This is an optimization exercise on Yosys and OpenROAD, whose aim is small area, a short achievable clock period and few clock cycles per item, not a production implementation. At most, simulation tests tie the RTL to the original design; equivalence was not proved. No activity file was given, so power comes from the tool's default toggle rates.

## run A
Design calendar_time_to_rtc_registers_unit, start of the top module:
module calendar_time_to_rtc_registers_unit (
    input  wire logic                 i_clk,
    input  wire logic                 i_rst_n,
    input  wire logic                 i_in_valid,
    output logic                      o_in_stall,
    input  wire logic [37:0]          i_in_item,
    output logic                      o_out_valid,
    input  wire logic                 i_out_stall,
    output logic      [41:0]          o_out_item
);
Settings: LEC_CHECK=0, CAP_MARGIN=20, CORE_MARGIN=2, CORE_UTILIZATION=40, SLEW_MARGIN=20; clock period 6.0 ns.
standard.sh (not shown) runs the stock make flow with config.mk's settings and CLKGATE_MAP_FILE= SYNTH_SCRIPT=/design/flow/synth_recipe.tcl, a recipe that flattens the netlist after the stock synthesis.
==> flow/flow/run.sh <==
#!/bin/bash
# Layout flow: the standard synthesis; then the combinational logic is
# mapped again by ABC (registers, their names and cell types are kept as the
# standard synthesis made them): the cones that drive the outputs with one
# delay target, the rest with another; then the standard layout from
# floorplan to finish, with the settings in params.sh.
set -euo pipefail
F=$(pwd)/flow
R=orfs/results/$FLOW_PLATFORM/calendar_time_to_rtc_registers_unit/base
LIB=$FLOW_HOME/platforms/$FLOW_PLATFORM/lib/sky130_fd_sc_hd__tt_025C_1v80.lib
D_OUT=1200
D_IN=2000
FINISH_ARGS=()
[ -f $F/params.sh ] && source $F/params.sh

bash standard.sh synth > synth.log 2>&1

cp $R/1_2_yosys.v std_1_2_yosys.v
python3 $F/mkcells.py $LIB std_1_2_yosys.v cells.v > mkcells.log 2>&1
sed "s/@D@/$D_OUT/" $F/map.abc.in > map_out.abc
sed "s/@D@/$D_IN/" $F/map.abc.in > map_in.abc
FF=$(grep -o "sky130_fd_sc_hd__[a-z0-9_]*df[a-z0-9_]*" std_1_2_yosys.v | sort -u | sed 's/^/:-/' | tr -d '\n')
ABC="abc -liberty $LIB $(cat $F/du.txt) -constr $F/abc.constr"
yosys -l resynth.log -p "read_verilog cells.v; read_verilog std_1_2_yosys.v; hierarchy -top $FLOW_TOP; flatten; techmap; opt -fast -purge; select -set outc o:o_out_item o:o_in_stall %u o:o_out_valid %u %ci*$FF; select -set outg @outc t:\$_* %i; $ABC -script map_out.abc @outg; select -clear; $ABC -script map_in.abc; opt_clean -purge; hilomap -singleton -hicell sky130_fd_sc_hd__conb_1 HI -locell sky130_fd_sc_hd__conb_1 LO; insbuf -buf sky130_fd_sc_hd__buf_4 A X; splitnets; opt_clean -purge; hierarchy -top $FLOW_TOP; stat -liberty $LIB; write_verilog -noattr -noexpr -nohex -nodec -selected resynth.v" > /dev/null 2>&1
python3 $F/checkregs.py std_1_2_yosys.v resynth.v > checkregs.log 2>&1
cp resynth.v $R/1_2_yosys.v
rm -f $R/1_synth.odb $R/1_synth.sdc
bash standard.sh "${FINISH_ARGS[@]}" finish > finish.log 2>&1
==> flow/flow/map.abc.in <==
strash
dch -f
if -K 6
mfs2
strash
dch -f
map -D @D@
topo
==> flow/flow/params.sh <==
FINISH_ARGS=(BUFFER_PORTS_ARGS="-buffer_cell sky130_fd_sc_hd__buf_2" SETUP_SLACK_MARGIN=2.6)
Other scripts of this flow, unchanged in this note and not shown: flow/flow/abc.constr, flow/flow/checkregs.py, flow/flow/du.txt, flow/flow/mkcells.py
Testbench counts of run A, summed over its fixed seeds: cycles 16,008, items 16,000.
### run A -> run B
==> flow/flow/params.sh <==
FINISH_ARGS=(BUFFER_PORTS_ARGS="-buffer_cell sky130_fd_sc_hd__buf_2" SETUP_SLACK_MARGIN=2.0)
### Flow results
The final period utilization reported for run B is greater than that of run A by 2.9 points.
Run B ended up with a lower timing-limited maximum frequency than run A did.
Against run A, run B comes in 0.17 ns lower on setup slack.
Re number of buffers created by CTS: no difference whatsoever between run B and run A.
The following lists how run C was set up differently from run B:
--- a/flow/flow/run.sh
+++ b/flow/flow/run.sh
@@ -12,2 +12,3 @@
 D_IN=2000
+SIZE=0
 FINISH_ARGS=()
@@ -19,4 +20,9 @@
 python3 $F/mkcells.py $LIB std_1_2_yosys.v cells.v > mkcells.log 2>&1
-sed "s/@D@/$D_OUT/" $F/map.abc.in > map_out.abc
-sed "s/@D@/$D_IN/" $F/map.abc.in > map_in.abc
+mkscript() {  # delay target, output file
+  local sz=""
+  [ "$SIZE" = 1 ] && sz="buffer -p\nupsize -D $1\ndnsize -D $1"
+  sed -e "s/@D@/$1/" -e "s/@SIZE@/$sz/" $F/map.abc.in > $2
+}
+mkscript $D_OUT map_out.abc
+mkscript $D_IN map_in.abc
 FF=$(grep -o "sky130_fd_sc_hd__[a-z0-9_]*df[a-z0-9_]*" std_1_2_yosys.v | sort -u | sed 's/^/:-/' | tr -d '\n')
--- a/flow/flow/map.abc.in
+++ b/flow/flow/map.abc.in
@@ -8 +8,2 @@
 topo
+@SIZE@
==> flow/flow/params.sh <==
SIZE=1
FINISH_ARGS=(BUFFER_PORTS_ARGS="-buffer_cell sky130_fd_sc_hd__buf_2")
--- outcome ---
- Run C did not stop at any stage, and its layout met the timing, DRC and antenna checks.
- Going from run B to run C, initial detailed-routing violation count grew by more than a quarter.
- In run C the routed wire length turned out about 4.4% lower than in run B.
- NOTE count of inserted tapcells run B->run C increased by a few percent
### run C -> run D
==> flow/flow/params.sh <==
SIZE=1
FINISH_ARGS=(BUFFER_PORTS_ARGS="-buffer_cell sky130_fd_sc_hd__buf_2" SETUP_SLACK_MARGIN=1.6)
Notes after the runs:
Run D reached the end of the flow, and the finished layout is clean on the timing, DRC and antenna checks.
Critical path depth: run C vs run D identical
Worst-path maximum fanout: run C vs run D, no meaningful difference
As far as share of the cycle needed by the critical path after routing goes, run D and run C are indistinguishable; the numbers are identical.
Comparing run C against run D, there is no change at all in first-pass GRT wire length.
Reported for run C and run D, final area turned out identical to the last digit.
Run C → run D: met2 track utilization from global routing neither gained nor lost much, utilization after layout roughly the same, die outline area roughly the same.
Run C -> run D: met1 track demand over resource delta 0, exact match
Diff run C..run D | net count after synthesis | unchanged
As far as cell internal power dissipation goes, run D and run C are indistinguishable; the numbers are identical.

* * *

calendar_time_to_rtc_registers_unit, a different RTL version from the one above (not shown whole).
Size in the first run: ~670 cells after synthesis, about 86 I/O pins, roughly 4400 um^2 of cells after synthesis.
Settings: LEC_CHECK=0, CAP_MARGIN=20, CORE_MARGIN=2, CORE_UTILIZATION=40, SLEW_MARGIN=20; clock period 6.0 ns.
==> flow/flow/run.sh <==
#!/bin/bash
# Layout flow: the standard synthesis; then the combinational logic is
# mapped again by ABC (registers, their names and cell types are kept as the
# standard synthesis made them): the cones that drive the outputs with one
# delay target, the rest with another; then the standard layout from
# floorplan to finish, with the settings in params.sh.
set -euo pipefail
F=$(pwd)/flow
R=orfs/results/$FLOW_PLATFORM/calendar_time_to_rtc_registers_unit/base
LIB=$FLOW_HOME/platforms/$FLOW_PLATFORM/lib/sky130_fd_sc_hd__tt_025C_1v80.lib
D_OUT=1200
D_IN=2000
SIZE=0
FINISH_ARGS=()
[ -f $F/params.sh ] && source $F/params.sh

bash standard.sh synth > synth.log 2>&1

cp $R/1_2_yosys.v std_1_2_yosys.v
python3 $F/mkcells.py $LIB std_1_2_yosys.v cells.v > mkcells.log 2>&1
mkscript() {  # delay target, output file
  local sz=""
  [ "$SIZE" = 1 ] && sz="buffer -p\nupsize -D $1\ndnsize -D $1"
  sed -e "s/@D@/$1/" -e "s/@SIZE@/$sz/" $F/map.abc.in > $2
}
mkscript $D_OUT map_out.abc
mkscript $D_IN map_in.abc
FF=$(grep -o "sky130_fd_sc_hd__[a-z0-9_]*df[a-z0-9_]*" std_1_2_yosys.v | sort -u | sed 's/^/:-/' | tr -d '\n')
ABC="abc -liberty $LIB $(cat $F/du.txt) -constr $F/abc.constr"
yosys -l resynth.log -p "read_verilog cells.v; read_verilog std_1_2_yosys.v; hierarchy -top $FLOW_TOP; flatten; techmap; opt -fast -purge; select -set outc o:o_out_item o:o_in_stall %u o:o_out_valid %u %ci*$FF; select -set outg @outc t:\$_* %i; $ABC -script map_out.abc @outg; select -clear; $ABC -script map_in.abc; opt_clean -purge; hilomap -singleton -hicell sky130_fd_sc_hd__conb_1 HI -locell sky130_fd_sc_hd__conb_1 LO; insbuf -buf sky130_fd_sc_hd__buf_4 A X; splitnets; opt_clean -purge; hierarchy -top $FLOW_TOP; stat -liberty $LIB; write_verilog -noattr -noexpr -nohex -nodec -selected resynth.v" > /dev/null 2>&1
python3 $F/checkregs.py std_1_2_yosys.v resynth.v > checkregs.log 2>&1
cp resynth.v $R/1_2_yosys.v
rm -f $R/1_synth.odb $R/1_synth.sdc
bash standard.sh "${FINISH_ARGS[@]}" finish > finish.log 2>&1
==> flow/flow/params.sh <==
SIZE=1
D_OUT=1200
D_IN=2000
FINISH_ARGS=(BUFFER_PORTS_ARGS="-buffer_cell sky130_fd_sc_hd__buf_2" SETUP_SLACK_MARGIN=2.5 POST_GLOBAL_PLACE_TCL=$F/post_gp.tcl)
==> flow/flow/post_gp.tcl <==
# After port buffering: the output ports' buffers as the smallest buffer
# (each drives only its port); later repair steps may still resize them.
foreach inst [get_cells output*] {
  replace_cell [get_full_name $inst] sky130_fd_sc_hd__buf_1
}
Other scripts of this flow, unchanged in this note and not shown: flow/flow/abc.constr, flow/flow/checkregs.py, flow/flow/du.txt, flow/flow/map.abc.in, flow/flow/mkcells.py
The baseline passed the timing, DRC and antenna checks.
Testbench counts at the start, summed over its fixed seeds: cycles 16,008, items 16,000.
Rerun with:
==> flow/flow/params.sh (replaced) <==
SIZE=1
D_OUT=1200
D_IN=2000
FINISH_ARGS=(BUFFER_PORTS_ARGS="-buffer_cell sky130_fd_sc_hd__buf_2" SETUP_SLACK_MARGIN=2.6)
removed: flow/flow/post_gp.tcl
The new run finished with timing, DRC and antenna clean.
Routed wire length came out higher by 4.1%.
Clock skew barely changes.
Utilization is higher by 2.8 points.
Rerun with:
==> flow/flow/params.sh (replaced) <==
SIZE=1
D_OUT=1200
D_IN=2000
FINISH_ARGS=(BUFFER_PORTS_ARGS="-buffer_cell sky130_fd_sc_hd__buf_2" SETUP_SLACK_MARGIN=2.5 TNS_END_PERCENT=20)
Routed wire length goes down by 3.6%.
Synthesized cell count does not change.
Final area goes down by 4.9%.
Clock power barely changes.
Final cell count goes down by 1.5%.
Worst setup slack gets worse by 0.088 ns.
First-iteration DRC count goes up by 2.0%.
Rerun with:
==> flow/flow/params.sh (replaced) <==
SIZE=1
D_OUT=1200
D_IN=2000
FINISH_ARGS=(BUFFER_PORTS_ARGS="-buffer_cell sky130_fd_sc_hd__buf_2" SETUP_SLACK_MARGIN=2.5)
- CORE_UTILIZATION: 40 -> 55
- PLACE_DENSITY: default -> 0.75
The changed run completed with no timing, DRC or antenna violations.
Total power is higher by 0.38%.
Clock skew is about the same.
Via count decreases by 0.41%.
Setup slack gets worse by 0.080 ns.
Global-route usage went up by 5.8 points.
Final cell count came out lower by about 4.6%.
Maximum frequency fell by 2.3%.
Hold slack gets better by 0.0062 ns.
Critical path depth went up by 8.
Rerun with:
--- a/flow/flow/params.sh
+++ b/flow/flow/params.sh
@@ -1 +1 @@
-SIZE=1
+SIZE=0
- CORE_UTILIZATION: 55 -> 40
- PLACE_DENSITY: 0.75 -> default
After rerunning:
- synthesized cell count falls by 0.89%
- global-route usage fell by 5.0 points
- routed wire length goes up by 7.7%
- final area rose by 4.9%
- clock power stays flat

* * *

Setup of run 1:
Starting RTL as in the previous note.
Settings: LEC_CHECK=0, CAP_MARGIN=20, CORE_MARGIN=2, CORE_UTILIZATION=40, SLEW_MARGIN=20; clock period 6.0 ns.
==> flow/flow/params.sh <==
SIZE=1
D_OUT=1200
D_IN=2000
FINISH_ARGS=(BUFFER_PORTS_ARGS="-buffer_cell sky130_fd_sc_hd__buf_2" SETUP_SLACK_MARGIN=2.8)
Scripts as last shown in full above: flow/flow/run.sh
Other scripts of this flow, unchanged in this note and not shown: flow/flow/abc.constr, flow/flow/checkregs.py, flow/flow/du.txt, flow/flow/map.abc.in, flow/flow/mkcells.py
Every stage of the flow completed for run 1, and the final layout passed the timing, DRC and antenna checks.
Testbench counts of run 1, summed over its fixed seeds: cycles 16,008, items 16,000.
Edits applied to the flow inputs when going from run 1 to run 2:
==> flow/flow/params.sh <==
SIZE=1
D_OUT=1200
D_IN=2000
FINISH_ARGS=(BUFFER_PORTS_ARGS="-buffer_cell sky130_fd_sc_hd__buf_2")
==> comparison <==
Result for run 2 and run 1: all clean. | global-route wire length before repair | run 2 vs run 1 | 0.44% lower |. Run 2: met1 wire length is about 10% lower than what run 1 reported. The number of cells after detailed placement on run 1 is in line with that on run 2. Run 2 reports a lower number of nets in the layout than run 1 does. Final estimated routing congestion in global placement delta for run 2 relative to run 1: about 1.3% lower. | worst-case hold slack | run 2 vs run 1 | 4.3 ps higher |.
### run 2 -> run 3
- an added CTS_CLUSTER_SIZE of 40
- an added CTS_CLUSTER_DIAMETER of 100
==> flow/flow/params.sh <==
SIZE=1
D_OUT=1200
D_IN=2000
FINISH_ARGS=(BUFFER_PORTS_ARGS="-buffer_cell sky130_fd_sc_hd__buf_2" SETUP_SLACK_MARGIN=2.5)
Results
STATUS worst setup slack: run 3 wins against run 2. Post-detailed-route wirelength per cell essentially unchanged between run 2 and run 3. Run 3 against run 2: area of combinational cells with multiple inputs grew by about 5.5%, final number of hold-violating endpoints held steady, met3 wire length shrank by 9 um, routed wire length grew by 1.4%.

* * *

job 3454:
Starting RTL as in the previous note.
clock: 6.0 ns
lec_check: 0
cap_margin: 20
core_margin: 2
core_utilization: 40
slew_margin: 20
==> flow/flow/params.sh <==
SIZE=1
D_OUT=1400
D_IN=2200
FINISH_ARGS=(BUFFER_PORTS_ARGS="-buffer_cell sky130_fd_sc_hd__buf_2" SETUP_SLACK_MARGIN=2.5)
Scripts as last shown in full above: flow/flow/run.sh
Other scripts of this flow, unchanged in this note and not shown: flow/flow/abc.constr, flow/flow/checkregs.py, flow/flow/du.txt, flow/flow/map.abc.in, flow/flow/mkcells.py
Per the final summary, job 3454 finished and its layout is clean on timing, DRC and antenna.
Testbench counts of job 3454, summed over its fixed seeds: cycles 16,008, items 16,000.
diff inputs: job 3454 => job 950
==> flow/flow/params.sh <==
SIZE=1
D_OUT=1200
D_IN=2000
FINISH_ARGS=(BUFFER_PORTS_ARGS="-buffer_cell sky130_fd_sc_hd__buf_1" SETUP_SLACK_MARGIN=2.5)
## What came out
Against job 3454, job 950 reports a wire length of the first global-routing pass that is lower. Summary of job 950 over job 3454: highest ir drop seen on vdd shrank by 8.4%; cell count went down by 7; non-clock buffer count dropped 4.8%; via count shows a reduction of 0.86%. Compared with job 3454, job 950 improves net switching power of the design.
The following lists how job 6178 was set up differently from job 950:
==> flow/flow/params.sh <==
SIZE=1
D_OUT=1200
D_IN=2000
FINISH_ARGS=(BUFFER_PORTS_ARGS="-buffer_cell sky130_fd_sc_hd__buf_2" SETUP_SLACK_MARGIN=2.7 TNS_END_PERCENT=10)
### Flow results
Compared to job 950, job 6178 reaches a higher achievable clock. Across both runs, non-clock buffer count was higher for job 6178 than for job 950. Diff job 950 -> job 6178: final instance area increased 3.3%; final worst hold slack now smaller; proportion of power drawn by combinational gates +3.9 points.
Relative to job 6178, the following input files were edited for job 4418:
==> flow/flow/params.sh <==
SIZE=1
D_OUT=1200
D_IN=2000
FINISH_ARGS=(BUFFER_PORTS_ARGS="-buffer_cell sky130_fd_sc_hd__buf_2" SETUP_SLACK_MARGIN=2.5)
Findings:
- Delta (job 4418 minus job 6178): sequential share of layout area climbed 0.62 points, share of layout cells above drive strength 1 has decreased.
- On setup slack of the critical path after layout, job 6178 beats job 4418.
- When job 4418 is set beside job 6178, its combinational power share turns out to be 0.8 points smaller.
- Diff job 6178..job 4418 | total inserted antenna cells | unchanged
- In the metrics for job 4418 and job 6178, the one carrying the higher met1 routed wirelength after detailed routing is job 6178.
- | cell area | lower: job 4418 |
- Summary: total power, job 4418 better than job 6178

* * *

calendar_time_to_rtc_registers_unit, a different RTL version from the one above (not shown whole).
Size: ~640 cells after synthesis, ~86 I/O pins, ~0.0043 sq mm of cells after synthesis.
export LEC_CHECK = 0
export CAP_MARGIN = 20
export CORE_MARGIN = 2
export CORE_UTILIZATION = 40
export SLEW_MARGIN = 20
create_clock -name core_clock -period 6.0 [get_ports {i_clk}]
==> flow/flow/params.sh <==
SIZE=1
D_OUT=1400
D_IN=2000
FINISH_ARGS=(BUFFER_PORTS_ARGS="-buffer_cell sky130_fd_sc_hd__buf_2" SETUP_SLACK_MARGIN=2.5)
Scripts as last shown in full above: flow/flow/run.sh
Other scripts of this flow, unchanged in this note and not shown: flow/flow/abc.constr, flow/flow/checkregs.py, flow/flow/du.txt, flow/flow/map.abc.in, flow/flow/mkcells.py
Edit:
==> flow/flow/params.sh (replaced) <==
SIZE=1
D_OUT=1400
D_IN=2000
FINISH_ARGS=(BUFFER_PORTS_ARGS="-buffer_cell sky130_fd_sc_hd__buf_2")
=> Sequential power is about the same; worst hold slack is worse by 0.013 ns; count of clock-buffer cells in the layout does not change; power is lower by 9.4%; final area is lower by 6.9%; global-route usage is lower by 0.69 points; worst setup slack is better by 0.010 ns.
Edit:
Settings changed: CORE_UTILIZATION 40 to 60, CTS_BUF_LIST set to sky130_fd_sc_hd__clkbuf_4 sky130_fd_sc_hd__clkbuf_8.
What happened: Synthesized cell count does not change. Die area drops by about 32%. Flip-flop and latch count stays the same. Routed wire length drops by about 4%. Count of clock-buffer cells in the layout stays the same. Combinational power is about the same.
Function was not checked in any run of this note: the RTL went through the layout flow alone.

[separate check: timing with driven ports]
In the flow no input, the clock included, has a driving cell. The finished layouts below were timed again as built, in two steps. Step 1 assumes that a clkbuf_16 drives the clock port and a buf_2 every other input. Step 2 also shifts input and output timing later by t, the mid clock arrival at the registers, as if the neighbouring blocks saw the same clock. a / b / c = no drivers / after step 1 / after step 2; a / b = the first two.
run | t, ns | setup WS [ns] | hold slack, ns | worst setup path at the end
run A | 0.319 | 2.287 / 2.223 / 1.905 | 0.656 / 0.656 / 0.656 | input to register
run B | 0.321 | 2.116 / 2.119 / 1.798 | 0.654 / 0.654 / 0.654 | input to register
run C | 0.319 | 2.030 / 2.038 / 1.719 | 0.714 / 0.714 / 0.714 | input to register
run D | 0.319 | 2.030 / 2.038 / 1.719 | 0.714 / 0.714 / 0.714 | input to register
the first run of note 2 | 0.323 | 2.671 / 2.643 / 2.359 | 0.719 / 0.719 / 0.719 | input to register
the second run of note 2 | 0.322 | 2.707 / 2.679 / 2.386 | 0.709 / 0.709 / 0.709 | input to register
the third run of note 2 | 0.322 | 2.619 / 2.586 / 2.342 | 0.709 / 0.709 / 0.709 | input to register
the fourth run of note 2 | 0.341 | 2.539 / 2.550 / 2.209 | 0.715 / 0.715 / 0.715 | input to register
the fifth run of note 2 | 0.331 | 2.608 / 2.573 / 2.351 | 0.679 / 0.679 / 0.679 | input to register
run 1 | 0.330 | 2.703 / 2.679 / 2.349 | 0.707 / 0.707 / 0.707 | input to register
run 2 | 0.332 | 2.405 / 2.414 / 2.082 | 0.712 / 0.712 / 0.712 | input to register
run 3 | 0.322 | 2.675 / 2.643 / 2.354 | 0.709 / 0.709 / 0.709 | input to register
job 3454 | 0.333 | 2.624 / 2.595 / 2.301 | 0.711 / 0.711 / 0.711 | input to register
job 950 | 0.324 | 2.627 / 2.597 / 2.375 | 0.746 / 0.746 / 0.746 | input to register
job 6178 | 0.321 | 2.682 / 2.651 / 2.383 | 0.710 / 0.710 / 0.710 | input to register
job 4418 | 0.322 | 2.675 / 2.643 / 2.354 | 0.709 / 0.709 / 0.709 | input to register
the first run of note 5 | 0.334 | 2.184 / 2.154 / 2.362 | 0.698 / 0.698 / 0.698 | input to register
the second run of note 5 | 0.345 | 2.194 / 2.162 / 2.169 | 0.685 / 0.685 / 0.685 | input to register
the third run of note 5 | 0.330 | 2.163 / 2.136 / 2.150 | 0.679 / 0.679 / 0.679 | input to register
After both steps setup and hold are still met in every run listed. The setup slack of run A, which loses most, moves by -0.064 ns with the drivers and by -0.382 ns with both steps.
